Context: an optimization exercise on an open-source flow, tuned for small area, a short achievable clock period and few clock cycles. The choices shown serve that exercise and are no tape-out recipe.
Function was checked by simulation only, so behaviour that the tests miss may differ from the original.

==> design/flow/design.v <==
package akr_pkg;
    localparam int TIME_BITS   = 48;
    localparam int NUM_AXES    = 6;
    localparam int NUM_ENTRIES = 10;
    localparam int ENTRY_BITS  = 4;
    localparam int AXIS_BITS   = 3;
    localparam int LEVEL_BITS  = 16;
    localparam int KEY_BITS    = 3;
    localparam int CFG_BITS    = 16;
    localparam int CFG_IDX_BITS = 3;
    localparam int OUTQ_DEPTH    = 4;
    localparam int OUTQ_PTR_BITS = 2;
    localparam int INQ_DEPTH     = 2;
    localparam logic [CFG_IDX_BITS-1:0] CFG_STICK_PRESS   = 3'd0;
    localparam logic [CFG_IDX_BITS-1:0] CFG_STICK_RELEASE = 3'd1;
    localparam logic [CFG_IDX_BITS-1:0] CFG_TRIG_PRESS    = 3'd2;
    localparam logic [CFG_IDX_BITS-1:0] CFG_TRIG_RELEASE  = 3'd3;
    localparam logic [CFG_IDX_BITS-1:0] CFG_REPEAT_DELAY  = 3'd4;
    localparam logic [CFG_IDX_BITS-1:0] CFG_REPEAT_PERIOD = 3'd5;
    localparam logic [CFG_BITS-1:0] RST_STICK_PRESS   = 16'd16000;
    localparam logic [CFG_BITS-1:0] RST_STICK_RELEASE = 16'd9000;
    localparam logic [CFG_BITS-1:0] RST_TRIG_PRESS    = 16'd20000;
    localparam logic [CFG_BITS-1:0] RST_TRIG_RELEASE  = 16'd8000;
    localparam logic [CFG_BITS-1:0] RST_REPEAT_DELAY  = 16'd400;
    localparam logic [CFG_BITS-1:0] RST_REPEAT_PERIOD = 16'd140;
    localparam logic [KEY_BITS-1:0] KEY_LEFT  = 3'd0;
    localparam logic [KEY_BITS-1:0] KEY_RIGHT = 3'd1;
    localparam logic [KEY_BITS-1:0] KEY_UP    = 3'd2;
    localparam logic [KEY_BITS-1:0] KEY_DOWN  = 3'd3;
    localparam logic [KEY_BITS-1:0] KEY_PRIOR = 3'd4;
    localparam logic [KEY_BITS-1:0] KEY_NEXT  = 3'd5;
    typedef struct packed {
        logic [CFG_BITS-1:0] stick_press;
        logic [CFG_BITS-1:0] stick_release;
        logic [CFG_BITS-1:0] trig_press;
        logic [CFG_BITS-1:0] trig_release;
        logic [CFG_BITS-1:0] repeat_delay;
        logic [CFG_BITS-1:0] repeat_period;
    } cfg_t;
    typedef struct packed {
        logic                         is_tick;
        logic [AXIS_BITS-1:0]         axis;
        logic signed [LEVEL_BITS-1:0] level;
        logic [TIME_BITS-1:0]         time_ms;
    } op_t;
    typedef struct packed {
        logic [ENTRY_BITS-1:0] entry_index;
        logic [KEY_BITS-1:0]   key_code;
        logic                  is_release;
        logic                  last_of_run;
    } result_t;
    typedef struct packed {
        logic [AXIS_BITS-1:0] axis;
        logic                 negative;
        logic [KEY_BITS-1:0]  key;
        logic                 trigger;
    } entry_def_t;
    function automatic entry_def_t entry_def(input logic [ENTRY_BITS-1:0] idx);
        entry_def_t d;
        unique case (idx)
            4'd0:    d = {3'd0, 1'b1, KEY_LEFT, 1'b0};
            4'd1:    d = {3'd0, 1'b0, KEY_RIGHT, 1'b0};
            4'd2:    d = {3'd1, 1'b1, KEY_UP, 1'b0};
            4'd3:    d = {3'd1, 1'b0, KEY_DOWN, 1'b0};
            4'd4:    d = {3'd2, 1'b1, KEY_LEFT, 1'b0};
            4'd5:    d = {3'd2, 1'b0, KEY_RIGHT, 1'b0};
            4'd6:    d = {3'd3, 1'b1, KEY_UP, 1'b0};
            4'd7:    d = {3'd3, 1'b0, KEY_DOWN, 1'b0};
            4'd8:    d = {3'd4, 1'b0, KEY_PRIOR, 1'b1};
            4'd9:    d = {3'd5, 1'b0, KEY_NEXT, 1'b1};
            default: d = {3'd0, 1'b0, KEY_LEFT, 1'b0};
        endcase
        entry_def = d;
    endfunction
endpackage
module akr_front (
    input  logic                                  clk,
    input  logic                                  rst_n,
    input  logic                                  push,
    output logic                                  full,
    input  logic                                  cmd,
    input  logic [akr_pkg::AXIS_BITS-1:0]         axis_number,
    input  logic signed [akr_pkg::LEVEL_BITS-1:0] axis_level,
    input  logic [akr_pkg::TIME_BITS-1:0]         time_ms,
    output logic                                  op_valid,
    output akr_pkg::op_t                          op,
    input  logic                                  op_take
);
    logic [67:0] q_reg [0:1];
    logic       wr_ptr_reg, wr_ptr_next;
    logic       rd_ptr_reg, rd_ptr_next;
    logic [1:0] count_reg, count_next;
    logic       accept;
    logic       keep;
    logic       enq;
    logic       deq;
    assign full     = (count_reg == 2'(akr_pkg::INQ_DEPTH));
    assign accept   = push && !full;
    assign keep     = cmd || (axis_number < 3'd6);
    assign enq      = accept && keep;
    assign op_valid = (count_reg != 2'd0);
    assign deq      = op_valid && op_take;
    assign op       = q_reg[rd_ptr_reg];
    always_comb
    begin
        wr_ptr_next = enq ? !wr_ptr_reg : wr_ptr_reg;
        rd_ptr_next = deq ? !rd_ptr_reg : rd_ptr_reg;
        count_next  = count_reg;
        if (enq && !deq)
        begin
            count_next = count_reg + 2'd1;
        end
        else if (deq && !enq)
        begin
            count_next = count_reg - 2'd1;
        end
    end
    always_ff @(posedge clk or negedge rst_n)
    begin
        if (!rst_n)
        begin
            wr_ptr_reg <= 1'b0;
            rd_ptr_reg <= 1'b0;
            count_reg  <= 2'd0;
        end
        else
        begin
            wr_ptr_reg <= wr_ptr_next;
            rd_ptr_reg <= rd_ptr_next;
            count_reg  <= count_next;
        end
    end
    always_ff @(posedge clk)
    begin
        if (enq)
        begin
            q_reg[wr_ptr_reg] <= {cmd, axis_number, axis_level, time_ms};
        end
    end
endmodule
module akr_outq (
    input  logic             clk,
    input  logic             rst_n,
    input  logic             wr_en,
    input  akr_pkg::result_t wr_data,
    output logic             full,
    output logic             empty,
    input  logic             pop,
    output akr_pkg::result_t rd_data
);
    logic [8:0]                        mem_reg [0:3];
    logic [akr_pkg::OUTQ_PTR_BITS-1:0] wr_ptr_reg, wr_ptr_next;
    logic [akr_pkg::OUTQ_PTR_BITS-1:0] rd_ptr_reg, rd_ptr_next;
    logic [akr_pkg::OUTQ_PTR_BITS:0]   count_reg, count_next;
    logic                     enq;
    logic                     deq;
    assign full    = (count_reg == 3'd4);
    assign empty   = (count_reg == '0);
    assign enq     = wr_en && !full;
    assign deq     = pop && !empty;
    assign rd_data = mem_reg[rd_ptr_reg];
    always_comb
    begin
        wr_ptr_next = enq ? wr_ptr_reg + 1'b1 : wr_ptr_reg;
        rd_ptr_next = deq ? rd_ptr_reg + 1'b1 : rd_ptr_reg;
        count_next  = count_reg;
        if (enq && !deq)
        begin
            count_next = count_reg + 1'b1;
        end
        else if (deq && !enq)
        begin
            count_next = count_reg - 1'b1;
        end
    end
    always_ff @(posedge clk or negedge rst_n)
    begin
        if (!rst_n)
        begin
            wr_ptr_reg <= '0;
            rd_ptr_reg <= '0;
            count_reg  <= '0;
        end
        else
        begin
            wr_ptr_reg <= wr_ptr_next;
            rd_ptr_reg <= rd_ptr_next;
            count_reg  <= count_next;
        end
    end
    always_ff @(posedge clk)
    begin
        if (enq)
        begin
            mem_reg[wr_ptr_reg] <= wr_data;
        end
    end
endmodule
module akr_scan (
    input  logic             clk,
    input  logic             rst_n,
    input  akr_pkg::cfg_t    cfg,
    input  logic             op_valid,
    input  akr_pkg::op_t     op,
    output logic             op_take,
    input  logic             outq_full,
    output logic             res_push,
    output akr_pkg::result_t res
);
    localparam logic [1:0] ST_IDLE  = 2'd0;
    localparam logic [1:0] ST_SCAN  = 2'd1;
    localparam logic [1:0] ST_FLUSH = 2'd2;
    logic [1:0]                   state_reg, state_next;
    logic [akr_pkg::ENTRY_BITS-1:0]        idx_reg, idx_next;
    logic [akr_pkg::TIME_BITS-1:0]         now_reg, now_next;
    logic [5:0][akr_pkg::LEVEL_BITS-1:0]   axis_reg;
    logic [5:0][akr_pkg::LEVEL_BITS-1:0]   axis_next;
    logic [akr_pkg::NUM_ENTRIES-1:0]       held_reg, held_next;
    logic [9:0][akr_pkg::TIME_BITS-1:0]    fire_reg;
    logic [9:0][akr_pkg::TIME_BITS-1:0]    fire_next;
    logic                         pend_valid_reg, pend_valid_next;
    akr_pkg::result_t                      pend_reg, pend_next;
    akr_pkg::entry_def_t                   def;
    logic signed [akr_pkg::LEVEL_BITS-1:0] lvl;
    logic signed [akr_pkg::LEVEL_BITS+1:0] defl;
    logic signed [akr_pkg::LEVEL_BITS+1:0] press_w;
    logic signed [akr_pkg::LEVEL_BITS+1:0] release_w;
    logic [akr_pkg::CFG_BITS-1:0]          step_ms;
    logic [akr_pkg::TIME_BITS-1:0]         sum_ms;
    logic                         due;
    logic                         advance;
    logic                         fired;
    logic                         rel;
    logic                         last_idx;
    assign def      = akr_pkg::entry_def(idx_reg);
    assign lvl      = axis_reg[def.axis];
    assign defl     = def.negative ? -{{2{lvl[15]}}, lvl} : {{2{lvl[15]}}, lvl};
    assign press_w  = signed'({2'b00, def.trigger ? cfg.trig_press : cfg.stick_press});
    assign release_w = signed'({2'b00, def.trigger ? cfg.trig_release : cfg.stick_release});
    assign step_ms  = held_reg[idx_reg] ? cfg.repeat_period : cfg.repeat_delay;
    assign sum_ms   = now_reg + {32'd0, step_ms};
    assign due      = (now_reg >= fire_reg[idx_reg]);
    assign advance  = (state_reg == ST_SCAN) && !outq_full;
    assign last_idx = (idx_reg == 4'd9);
    assign op_take  = (state_reg == ST_IDLE) && op_valid;
    always_comb
    begin
        fired = 1'b0;
        rel   = 1'b0;
        if (!held_reg[idx_reg])
        begin
            fired = (defl >= press_w);
        end
        else if (defl <= release_w)
        begin
            fired = 1'b1;
            rel   = 1'b1;
        end
        else if (!def.trigger && due)
        begin
            fired = 1'b1;
        end
    end
    assign res_push = (advance && fired && pend_valid_reg)
                   || ((state_reg == ST_FLUSH) && pend_valid_reg && !outq_full);
    always_comb
    begin
        res             = pend_reg;
        res.last_of_run = (state_reg == ST_FLUSH);
    end
    always_comb
    begin
        state_next      = state_reg;
        idx_next        = idx_reg;
        now_next        = now_reg;
        axis_next       = axis_reg;
        held_next       = held_reg;
        fire_next       = fire_reg;
        pend_valid_next = pend_valid_reg;
        pend_next       = pend_reg;
        unique case (state_reg)
            ST_IDLE:
            begin
                if (op_valid)
                begin
                    if (op.is_tick)
                    begin
                        now_next   = op.time_ms;
                        idx_next   = '0;
                        state_next = ST_SCAN;
                    end
                    else
                    begin
                        axis_next[op.axis] = op.level;
                    end
                end
            end
            ST_SCAN:
            begin
                if (advance)
                begin
                    if (fired)
                    begin
                        held_next[idx_reg] = !rel;
                        if (!rel)
                        begin
                            fire_next[idx_reg] = sum_ms;
                        end
                        pend_valid_next = 1'b1;
                        pend_next = {idx_reg, def.key, rel, 1'b0};
                    end
                    if (last_idx)
                    begin
                        state_next = ST_FLUSH;
                    end
                    else
                    begin
                        idx_next = idx_reg + 1'b1;
                    end
                end
            end
            ST_FLUSH:
            begin
                if (!pend_valid_reg)
                begin
                    state_next = ST_IDLE;
                end
                else if (!outq_full)
                begin
                    pend_valid_next = 1'b0;
                    state_next      = ST_IDLE;
                end
            end
            default:
            begin
                state_next = ST_IDLE;
            end
        endcase
    end
    always_ff @(posedge clk or negedge rst_n)
    begin
        if (!rst_n)
        begin
            state_reg      <= ST_IDLE;
            idx_reg        <= '0;
            held_reg       <= '0;
            pend_valid_reg <= 1'b0;
            axis_reg       <= '0;
            fire_reg       <= '0;
        end
        else
        begin
            state_reg      <= state_next;
            idx_reg        <= idx_next;
            held_reg       <= held_next;
            pend_valid_reg <= pend_valid_next;
            axis_reg       <= axis_next;
            fire_reg       <= fire_next;
        end
    end
    always_ff @(posedge clk)
    begin
        now_reg  <= now_next;
        pend_reg <= pend_next;
    end
endmodule
module analog_axis_key_repeater_top (
    input  logic                                  clk,
    input  logic                                  rst_n,
    input  logic                                  push,
    output logic                                  full,
    input  logic                                  cmd,
    input  logic [akr_pkg::AXIS_BITS-1:0]         axis_number,
    input  logic signed [akr_pkg::LEVEL_BITS-1:0] axis_level,
    input  logic [akr_pkg::TIME_BITS-1:0]         time_ms,
    input  logic                                  cfg_we,
    input  logic [akr_pkg::CFG_IDX_BITS-1:0]      cfg_addr,
    input  logic [akr_pkg::CFG_BITS-1:0]          cfg_wdata,
    output logic                                  empty,
    input  logic                                  pop,
    output logic [akr_pkg::ENTRY_BITS-1:0]        entry_index,
    output logic [akr_pkg::KEY_BITS-1:0]          key_code,
    output logic                                  is_release,
    output logic                                  last_of_run
);
    akr_pkg::cfg_t    cfg_reg, cfg_next;
    logic    op_valid;
    akr_pkg::op_t     op;
    logic    op_take;
    logic    outq_full;
    logic    res_push;
    akr_pkg::result_t res;
    akr_pkg::result_t head;
    always_comb
    begin
        cfg_next = cfg_reg;
        if (cfg_we)
        begin
            unique case (cfg_addr)
                akr_pkg::CFG_STICK_PRESS:   cfg_next.stick_press   = cfg_wdata;
                akr_pkg::CFG_STICK_RELEASE: cfg_next.stick_release = cfg_wdata;
                akr_pkg::CFG_TRIG_PRESS:    cfg_next.trig_press    = cfg_wdata;
                akr_pkg::CFG_TRIG_RELEASE:  cfg_next.trig_release  = cfg_wdata;
                akr_pkg::CFG_REPEAT_DELAY:  cfg_next.repeat_delay  = cfg_wdata;
                akr_pkg::CFG_REPEAT_PERIOD: cfg_next.repeat_period = cfg_wdata;
                default:           cfg_next = cfg_reg;
            endcase
        end
    end
    always_ff @(posedge clk or negedge rst_n)
    begin
        if (!rst_n)
        begin
            cfg_reg <= {akr_pkg::RST_STICK_PRESS,
                        akr_pkg::RST_STICK_RELEASE,
                        akr_pkg::RST_TRIG_PRESS,
                        akr_pkg::RST_TRIG_RELEASE,
                        akr_pkg::RST_REPEAT_DELAY,
                        akr_pkg::RST_REPEAT_PERIOD};
        end
        else
        begin
            cfg_reg <= cfg_next;
        end
    end
    akr_front u_front (
        .clk         (clk),
        .rst_n       (rst_n),
        .push        (push),
        .full        (full),
        .cmd         (cmd),
        .axis_number (axis_number),
        .axis_level  (axis_level),
        .time_ms     (time_ms),
        .op_valid    (op_valid),
        .op          (op),
        .op_take     (op_take)
    );
    akr_scan u_scan (
        .clk       (clk),
        .rst_n     (rst_n),
        .cfg       (cfg_reg),
        .op_valid  (op_valid),
        .op        (op),
        .op_take   (op_take),
        .outq_full (outq_full),
        .res_push  (res_push),
        .res       (res)
    );
    akr_outq u_outq (
        .clk     (clk),
        .rst_n   (rst_n),
        .wr_en   (res_push),
        .wr_data (res),
        .full    (outq_full),
        .empty   (empty),
        .pop     (pop),
        .rd_data (head)
    );
    assign entry_index = head.entry_index;
    assign key_code    = head.key_code;
    assign is_release  = head.is_release;
    assign last_of_run = head.last_of_run;
endmodule
==> design/flow/run.sh <==
#!/bin/bash
# synth_recipe.tcl (not shown) runs the flow's synth.tcl, then flattens the netlist and writes it again
# the make line also repeats each setting of config.mk as NAME=value (left out here)
make -C /OpenROAD-flow-scripts/flow DESIGN_CONFIG=/design/flow/config.mk WORK_HOME=/design/flow/orfs CLKGATE_MAP_FILE= SYNTH_SCRIPT=/design/flow/synth_recipe.tcl finish
==> design/flow/config.mk <==
export PLATFORM = sky130hd
export DESIGN_NAME = analog_axis_key_repeater_top
export DESIGN_NICKNAME = analog_axis_key_repeater_top
export VERILOG_FILES = /design/flow/design.v
export SDC_FILE = /design/flow/constraint.sdc
export NUM_CORES = 4
export LEC_CHECK = 0
export CAP_MARGIN = 20
export CORE_MARGIN = 2
export CORE_UTILIZATION = 40
export SLEW_MARGIN = 20
==> design/flow/constraint.sdc <==
create_clock -name core_clock -period 8.0 [get_ports {clk}]
set_input_delay 1.6000 -clock core_clock [delete_from_list [all_inputs] [get_ports {clk}]]
set_output_delay 1.6000 -clock core_clock [all_outputs]
set_load 0.01 [all_outputs]
==> results.rst <==
.. list-table::
   :header-rows: 1

   * - Metric
     - Value
   * - Leading area contributor after synthesis
     - sky130_fd_sc_hd__dfrtp_1
   * - Number of distinct library cells after synthesis
     - about 100
   * - Status
     - timing/DRC/antenna clean
   * - Global routing usage on met3
     - 0.107
   * - Minimum clock period after layout
     - a little over 7 ns
   * - Biggest area contributors in the synthesized netlist
     - sky130_fd_sc_hd__dfrtp_1 (37%), sky130_fd_sc_hd__edfxtp_1 (15%), sky130_fd_sc_hd__mux4_2 (6.0%), sky130_fd_sc_hd__a22o_1 (6.0%), sky130_fd_sc_hd__mux2_2 (4.3%)
   * - Largest register FFs
     - 480
   * - Remaining global-route overflow
     - 0
   * - Sinks on Clock Net
     - 928
   * - Via count of the first global-routing pass
     - 35593
   * - Final hold vios
     - 0
   * - Final setup margin
     - between 0.9 and 1 ns
   * - Routability Congestion
     - 1.08
   * - Share of final-layout standard cells stronger than drive strength 1
     - 0.208
   * - GR Util All Layers
     - 0.329
   * - Cell with the most instances on the worst path
     - sky130_fd_sc_hd__ha_1
   * - Count of placed standard cells including taps
     - about 5200
   * - Area of the multi-input gates
     - 20500 sq um
   * - Starting utilization of the core area
     - 0.403
   * - Die outline area
     - 117000 sq um
   * - Cell with the most instances after synthesis
     - sky130_fd_sc_hd__dfrtp_1
   * - Crit path capture type
     - register
   * - Critical Path Max Stage Delay
     - 0.65 ns
   * - Kind of start point of the critical path
     - register
   * - Remaining max-slew budget at the tightest pin
     - 0.165
   * - Max FO, Critical Path
     - 21
   * - Met1 routing resource usage after global routing
     - 0.448
   * - Count of nets left with antenna violations after detail routing
     - 0
   * - Avg Cell Area, Syn
     - 12.9 sq um
   * - Area share of the leading cell type in the synthesized netlist
     - 0.366
   * - Hold/Removal Path Class
     - reg -> reg
   * - Number of warning messages in the yosys log
     - 4
   * - Async SR Flop Fraction
     - 0.754
   * - P&R area growth vs syn
     - 16.5%
   * - Cell area after synthesis
     - 45900 sq um
   * - List of most frequent post-synthesis cells
     - sky130_fd_sc_hd__dfrtp_1 (672), sky130_fd_sc_hd__a22o_1 (313), sky130_fd_sc_hd__edfxtp_1 (228)
   * - I/O Buffers
     - 102
   * - Number of setup violations in the final report
     - 0
   * - Cells after synthesis
     - 3566
   * - Die width
     - approximately 340 um
   * - Category of cells accounting for the largest share of critical-path delay
     - compound AO/OA/AOI/OAI gates
   * - Antenna violations before repair
     - 12
   * - Cts bufs inserted
     - a little over 100
   * - Final-report max-slew violation count
     - 0
   * - Wire per inst
     - between 30 and 40 um
   * - Row Count
     - 124
   * - Bufs and invs on worst path
     - 3
   * - Share of the clock period used by the worst path after layout
     - 0.882
   * - I/O pin count
     - about 100
   * - Register cell area after layout
     - 24400 sq um
   * - Routed vias/inst
     - 6.61
   * - Post-Place Worst Slack
     - approximately 1.1 ns
   * - Fmax achieved
     - 142 MHz
   * - Number of enable flip-flop cells after synthesis
     - 228
   * - Pin count of the biggest net entering global routing
     - 174
   * - Met2 GRT Util
     - 0.474
   * - Height of the chip
     - 343 um
   * - DP Wirelength
     - 135000 um
   * - Total of hold buffers inserted after clock tree synthesis
     - 0
   * - Endpoint required time on the critical path
     - 8.56 ns
   * - Setup repair after global routing missed its margin
     - false
   * - Global-route wire length before repair
     - 275000 um
   * - Remaining routing DRC violations
     - 0
   * - Number of nets at the end of the flow
     - 3982
   * - Setup TNS
     - 0 ns
   * - Sequential element share of the synthesized area
     - 0.532
   * - Global routing's busiest layer
     - met2
   * - Category of the critical setup timing path
     - reg -> reg
   * - # resized after CTS
     - 0
   * - Clock tree from TritonCTS
     - yes
   * - Final Core Density
     - 0.469
   * - Post CTS Setup Buffer Count
     - 0
   * - Via total after detailed routing
     - 35498
   * - Pre-antenna DRT Iters
     - 6
   * - Total length of routed wires
     - 194000 um
   * - Filler cells
     - 10265
   * - Clock latency on the worst-skew pair
     - ~0.73 ns
   * - Clock transition at the registers of the reported paths
     - 0.06 ns
   * - Master cell of the clock root buffer
     - sky130_fd_sc_hd__clkbuf_16
   * - Setup Skew
     - between 0.05 and 0.06 ns
   * - Maximum root-to-sink buffer count
     - 3
   * - Nets in the synthesized netlist
     - 3781
   * - Final Instance Count excl. Fillers
     - about 5400
   * - Violation count after the first detailed-routing iteration
     - 4622
   * - Dominant register cell in the synthesized netlist
     - sky130_fd_sc_hd__dfrtp_1
   * - Arrival @ worst endpoint
     - 7.62 ns
   * - Highest-delay cell along the critical path
     - sky130_fd_sc_hd__dfrtp_4
   * - Count of H-tree levels built during CTS
     - 3
   * - Core area
     - between 100000 and 150000 sq um
   * - Yosys reg bits
     - just over 900
   * - Cells traversed along the worst timing path
     - ha_1 -> nand3b_1 -> o21ai_4 -> mux4_2 -> a2bb2oi_1 -> and2_2 -> nand2_1 -> o21ai_0 -> xor2_1 -> ha_1 -> a21oi_1 -> o21bai_1 -> a2111oi_0 -> o21ai_0 -> a211oi_1 -> o22ai_1 -> and3_1 -> o31ai_2 -> buf_4 -> inv_1 -> ha_1 -> inv_1 -> fa_1 -> mux2_2
   * - Slew @ Worst Pin
     - 1.25 ns
   * - Maxcap violations
     - 0
worst paths after layout:
check / from / slack, ns / to / cells past startpoint
max in group asynchronous: rst_n / 5.57 / u_scan.fire_reg[364]$_DFFE_PN0P_ / 3
max reg2reg: u_scan.idx_reg[0]$_DFFE_PN0P_ / 0.94 / u_outq.count_reg[1]$_DFFE_PN0P_ / 24
min reg2reg: u_scan.state_reg[1]$_DFFE_PN0P_ / 0.47 / u_scan.state_reg[0]$_DFFE_PN0P_ / 1
min in group asynchronous: rst_n / 0.86 / cfg_reg[36]$_DFFE_PN0P_ / 1
max: u_scan.idx_reg[0]$_DFFE_PN0P_ / 0.94 / u_outq.count_reg[1]$_DFFE_PN0P_ / 24
min: u_scan.state_reg[1]$_DFFE_PN0P_ / 0.47 / u_scan.state_reg[0]$_DFFE_PN0P_ / 1
placed cells by master, fill, tap and decap left out, types with 14 or more instances in the layout:
master,Yosys,layout
sky130_fd_sc_hd__a21oi_1,61,60
sky130_fd_sc_hd__o2bb2ai_1,207,207
sky130_fd_sc_hd__nor3_1,32,23
sky130_fd_sc_hd__dfstp_2,28,28
sky130_fd_sc_hd__mux2_2,176,176
sky130_fd_sc_hd__clkdlybuf4s50_1,0,101
sky130_fd_sc_hd__mux2i_1,172,172
sky130_fd_sc_hd__xnor2_1,44,42
sky130_fd_sc_hd__o211ai_1,41,41
sky130_fd_sc_hd__o22ai_1,41,39
sky130_fd_sc_hd__a2bb2oi_1,17,17
sky130_fd_sc_hd__clkbuf_1,131,18
sky130_fd_sc_hd__o21ai_0,121,121
sky130_fd_sc_hd__a32o_1,19,19
sky130_fd_sc_hd__ha_1,120,119
sky130_fd_sc_hd__nand2_1,142,141
sky130_fd_sc_hd__and3_1,16,16
sky130_fd_sc_hd__xor2_1,37,36
sky130_fd_sc_hd__a211oi_1,18,18
sky130_fd_sc_hd__inv_1,44,44
sky130_fd_sc_hd__nor2b_1,14,14
sky130_fd_sc_hd__clkinv_2,0,21
sky130_fd_sc_hd__o22a_1,51,51
sky130_fd_sc_hd__nand4_1,52,52
sky130_fd_sc_hd__edfxtp_1,228,228
sky130_fd_sc_hd__and2_1,21,20
sky130_fd_sc_hd__clkbuf_16,0,103
sky130_fd_sc_hd__a22oi_1,28,28
sky130_fd_sc_hd__buf_4,7,215
sky130_fd_sc_hd__o221ai_1,16,16
sky130_fd_sc_hd__nor2_1,169,163
sky130_fd_sc_hd__bufinv_16,0,16
sky130_fd_sc_hd__dfrtp_1,672,668
sky130_fd_sc_hd__nand3_1,77,76
sky130_fd_sc_hd__mux4_2,122,122
sky130_fd_sc_hd__a22o_1,313,313
sky130_fd_sc_hd__a21o_1,41,41
logic make-up (layout without fill, tap and decap cells):
group                    count (synthesis)  count (layout)  share of synthesized area
buffers and inverters                  280             569                     0.0260
multiplexers                           470             470                      0.141
other                                    0               3                          0
adder cells (fa/ha/maj)                123             123                     0.0340
AO/OA/AOI/OAI                         1072            1072                      0.186
XOR/XNOR                                81              81                     0.0155
AND/OR/NAND/NOR                        612             612                     0.0669
flip-flops                             928             928                      0.532
per-layer routing:
metal / routed length, um / share of wire
met5: 90 / 0.00046
met4: 10700 / 0.055
met3: 21800 / 0.11
met2: 82000 / 0.42
met1: 79300 / 0.41
metrics by stage:
step | area (sq um) | hold slack (ns)
2_1_floorplan | 45900 | 0.440
3_3_place_gp | 49800 | 0.463
3_5_place_dp | 49800 | 0.468
4_1_cts | 53500 | 0.477
5_1_grt | 53500 | 0.497
6_report | 53500 | 0.474
area by class of cell:
class | instances | area share
timing repair buffer | 327 | 0.0530
sequential | 928 | 0.456
inverter | 49 | 0.00346
clock buffer | 133 | 0.0525
antenna | 3 | 0.000140
tap | 1512 | 0.0354
multi-input combinational | 2358 | 0.383
clock inverter | 60 | 0.0160
worst reg2reg max path: stages, from the launching register on:
cell                        delay (ns)
sky130_fd_sc_hd__dfrtp_4          0.65
sky130_fd_sc_hd__ha_1             0.36
sky130_fd_sc_hd__nand3b_1         0.18
sky130_fd_sc_hd__o21ai_4          0.39
sky130_fd_sc_hd__mux4_2           0.44
sky130_fd_sc_hd__a2bb2oi_1        0.55
sky130_fd_sc_hd__and2_2           0.30
sky130_fd_sc_hd__nand2_1          0.09
sky130_fd_sc_hd__o21ai_0          0.21
sky130_fd_sc_hd__xor2_1           0.31
sky130_fd_sc_hd__ha_1             0.31
sky130_fd_sc_hd__a21oi_1          0.17
sky130_fd_sc_hd__o21bai_1         0.10
sky130_fd_sc_hd__a2111oi_0        0.33
sky130_fd_sc_hd__o21ai_0          0.17
sky130_fd_sc_hd__a211oi_1         0.52
sky130_fd_sc_hd__o22ai_1          0.16
sky130_fd_sc_hd__and3_1           0.33
sky130_fd_sc_hd__o31ai_2          0.22
sky130_fd_sc_hd__buf_4            0.18
sky130_fd_sc_hd__inv_1            0.05
sky130_fd_sc_hd__ha_1             0.19
sky130_fd_sc_hd__inv_1            0.07
sky130_fd_sc_hd__fa_1             0.40
sky130_fd_sc_hd__mux2_2           0.27
Testbench counts, summed over its fixed seeds: cycles 37,805.

==> what the ideal ports hide <==
Ports are ideal in the flow. The routed layout listed here was re-timed in OpenROAD. Step 1 assumes that a clkbuf_16 drives the clock port and a buf_2 every other input. Step 2 also shifts input and output timing later by t, the mid clock arrival at the registers, as if the neighbouring blocks saw the same clock. a / b / c = no drivers / after step 1 / after step 2; a / b = the first two.
t, ns: 0.778
slack for setup (ns): 0.942 / 0.942 / 0.942
hold slack, ns: 0.474 / 0.474 / 0.474
worst setup path at the end: register to register
After both steps setup and hold are still met in this run. The setup slack of this run moves by 0.000 ns with the drivers and by 0.000 ns with both steps.
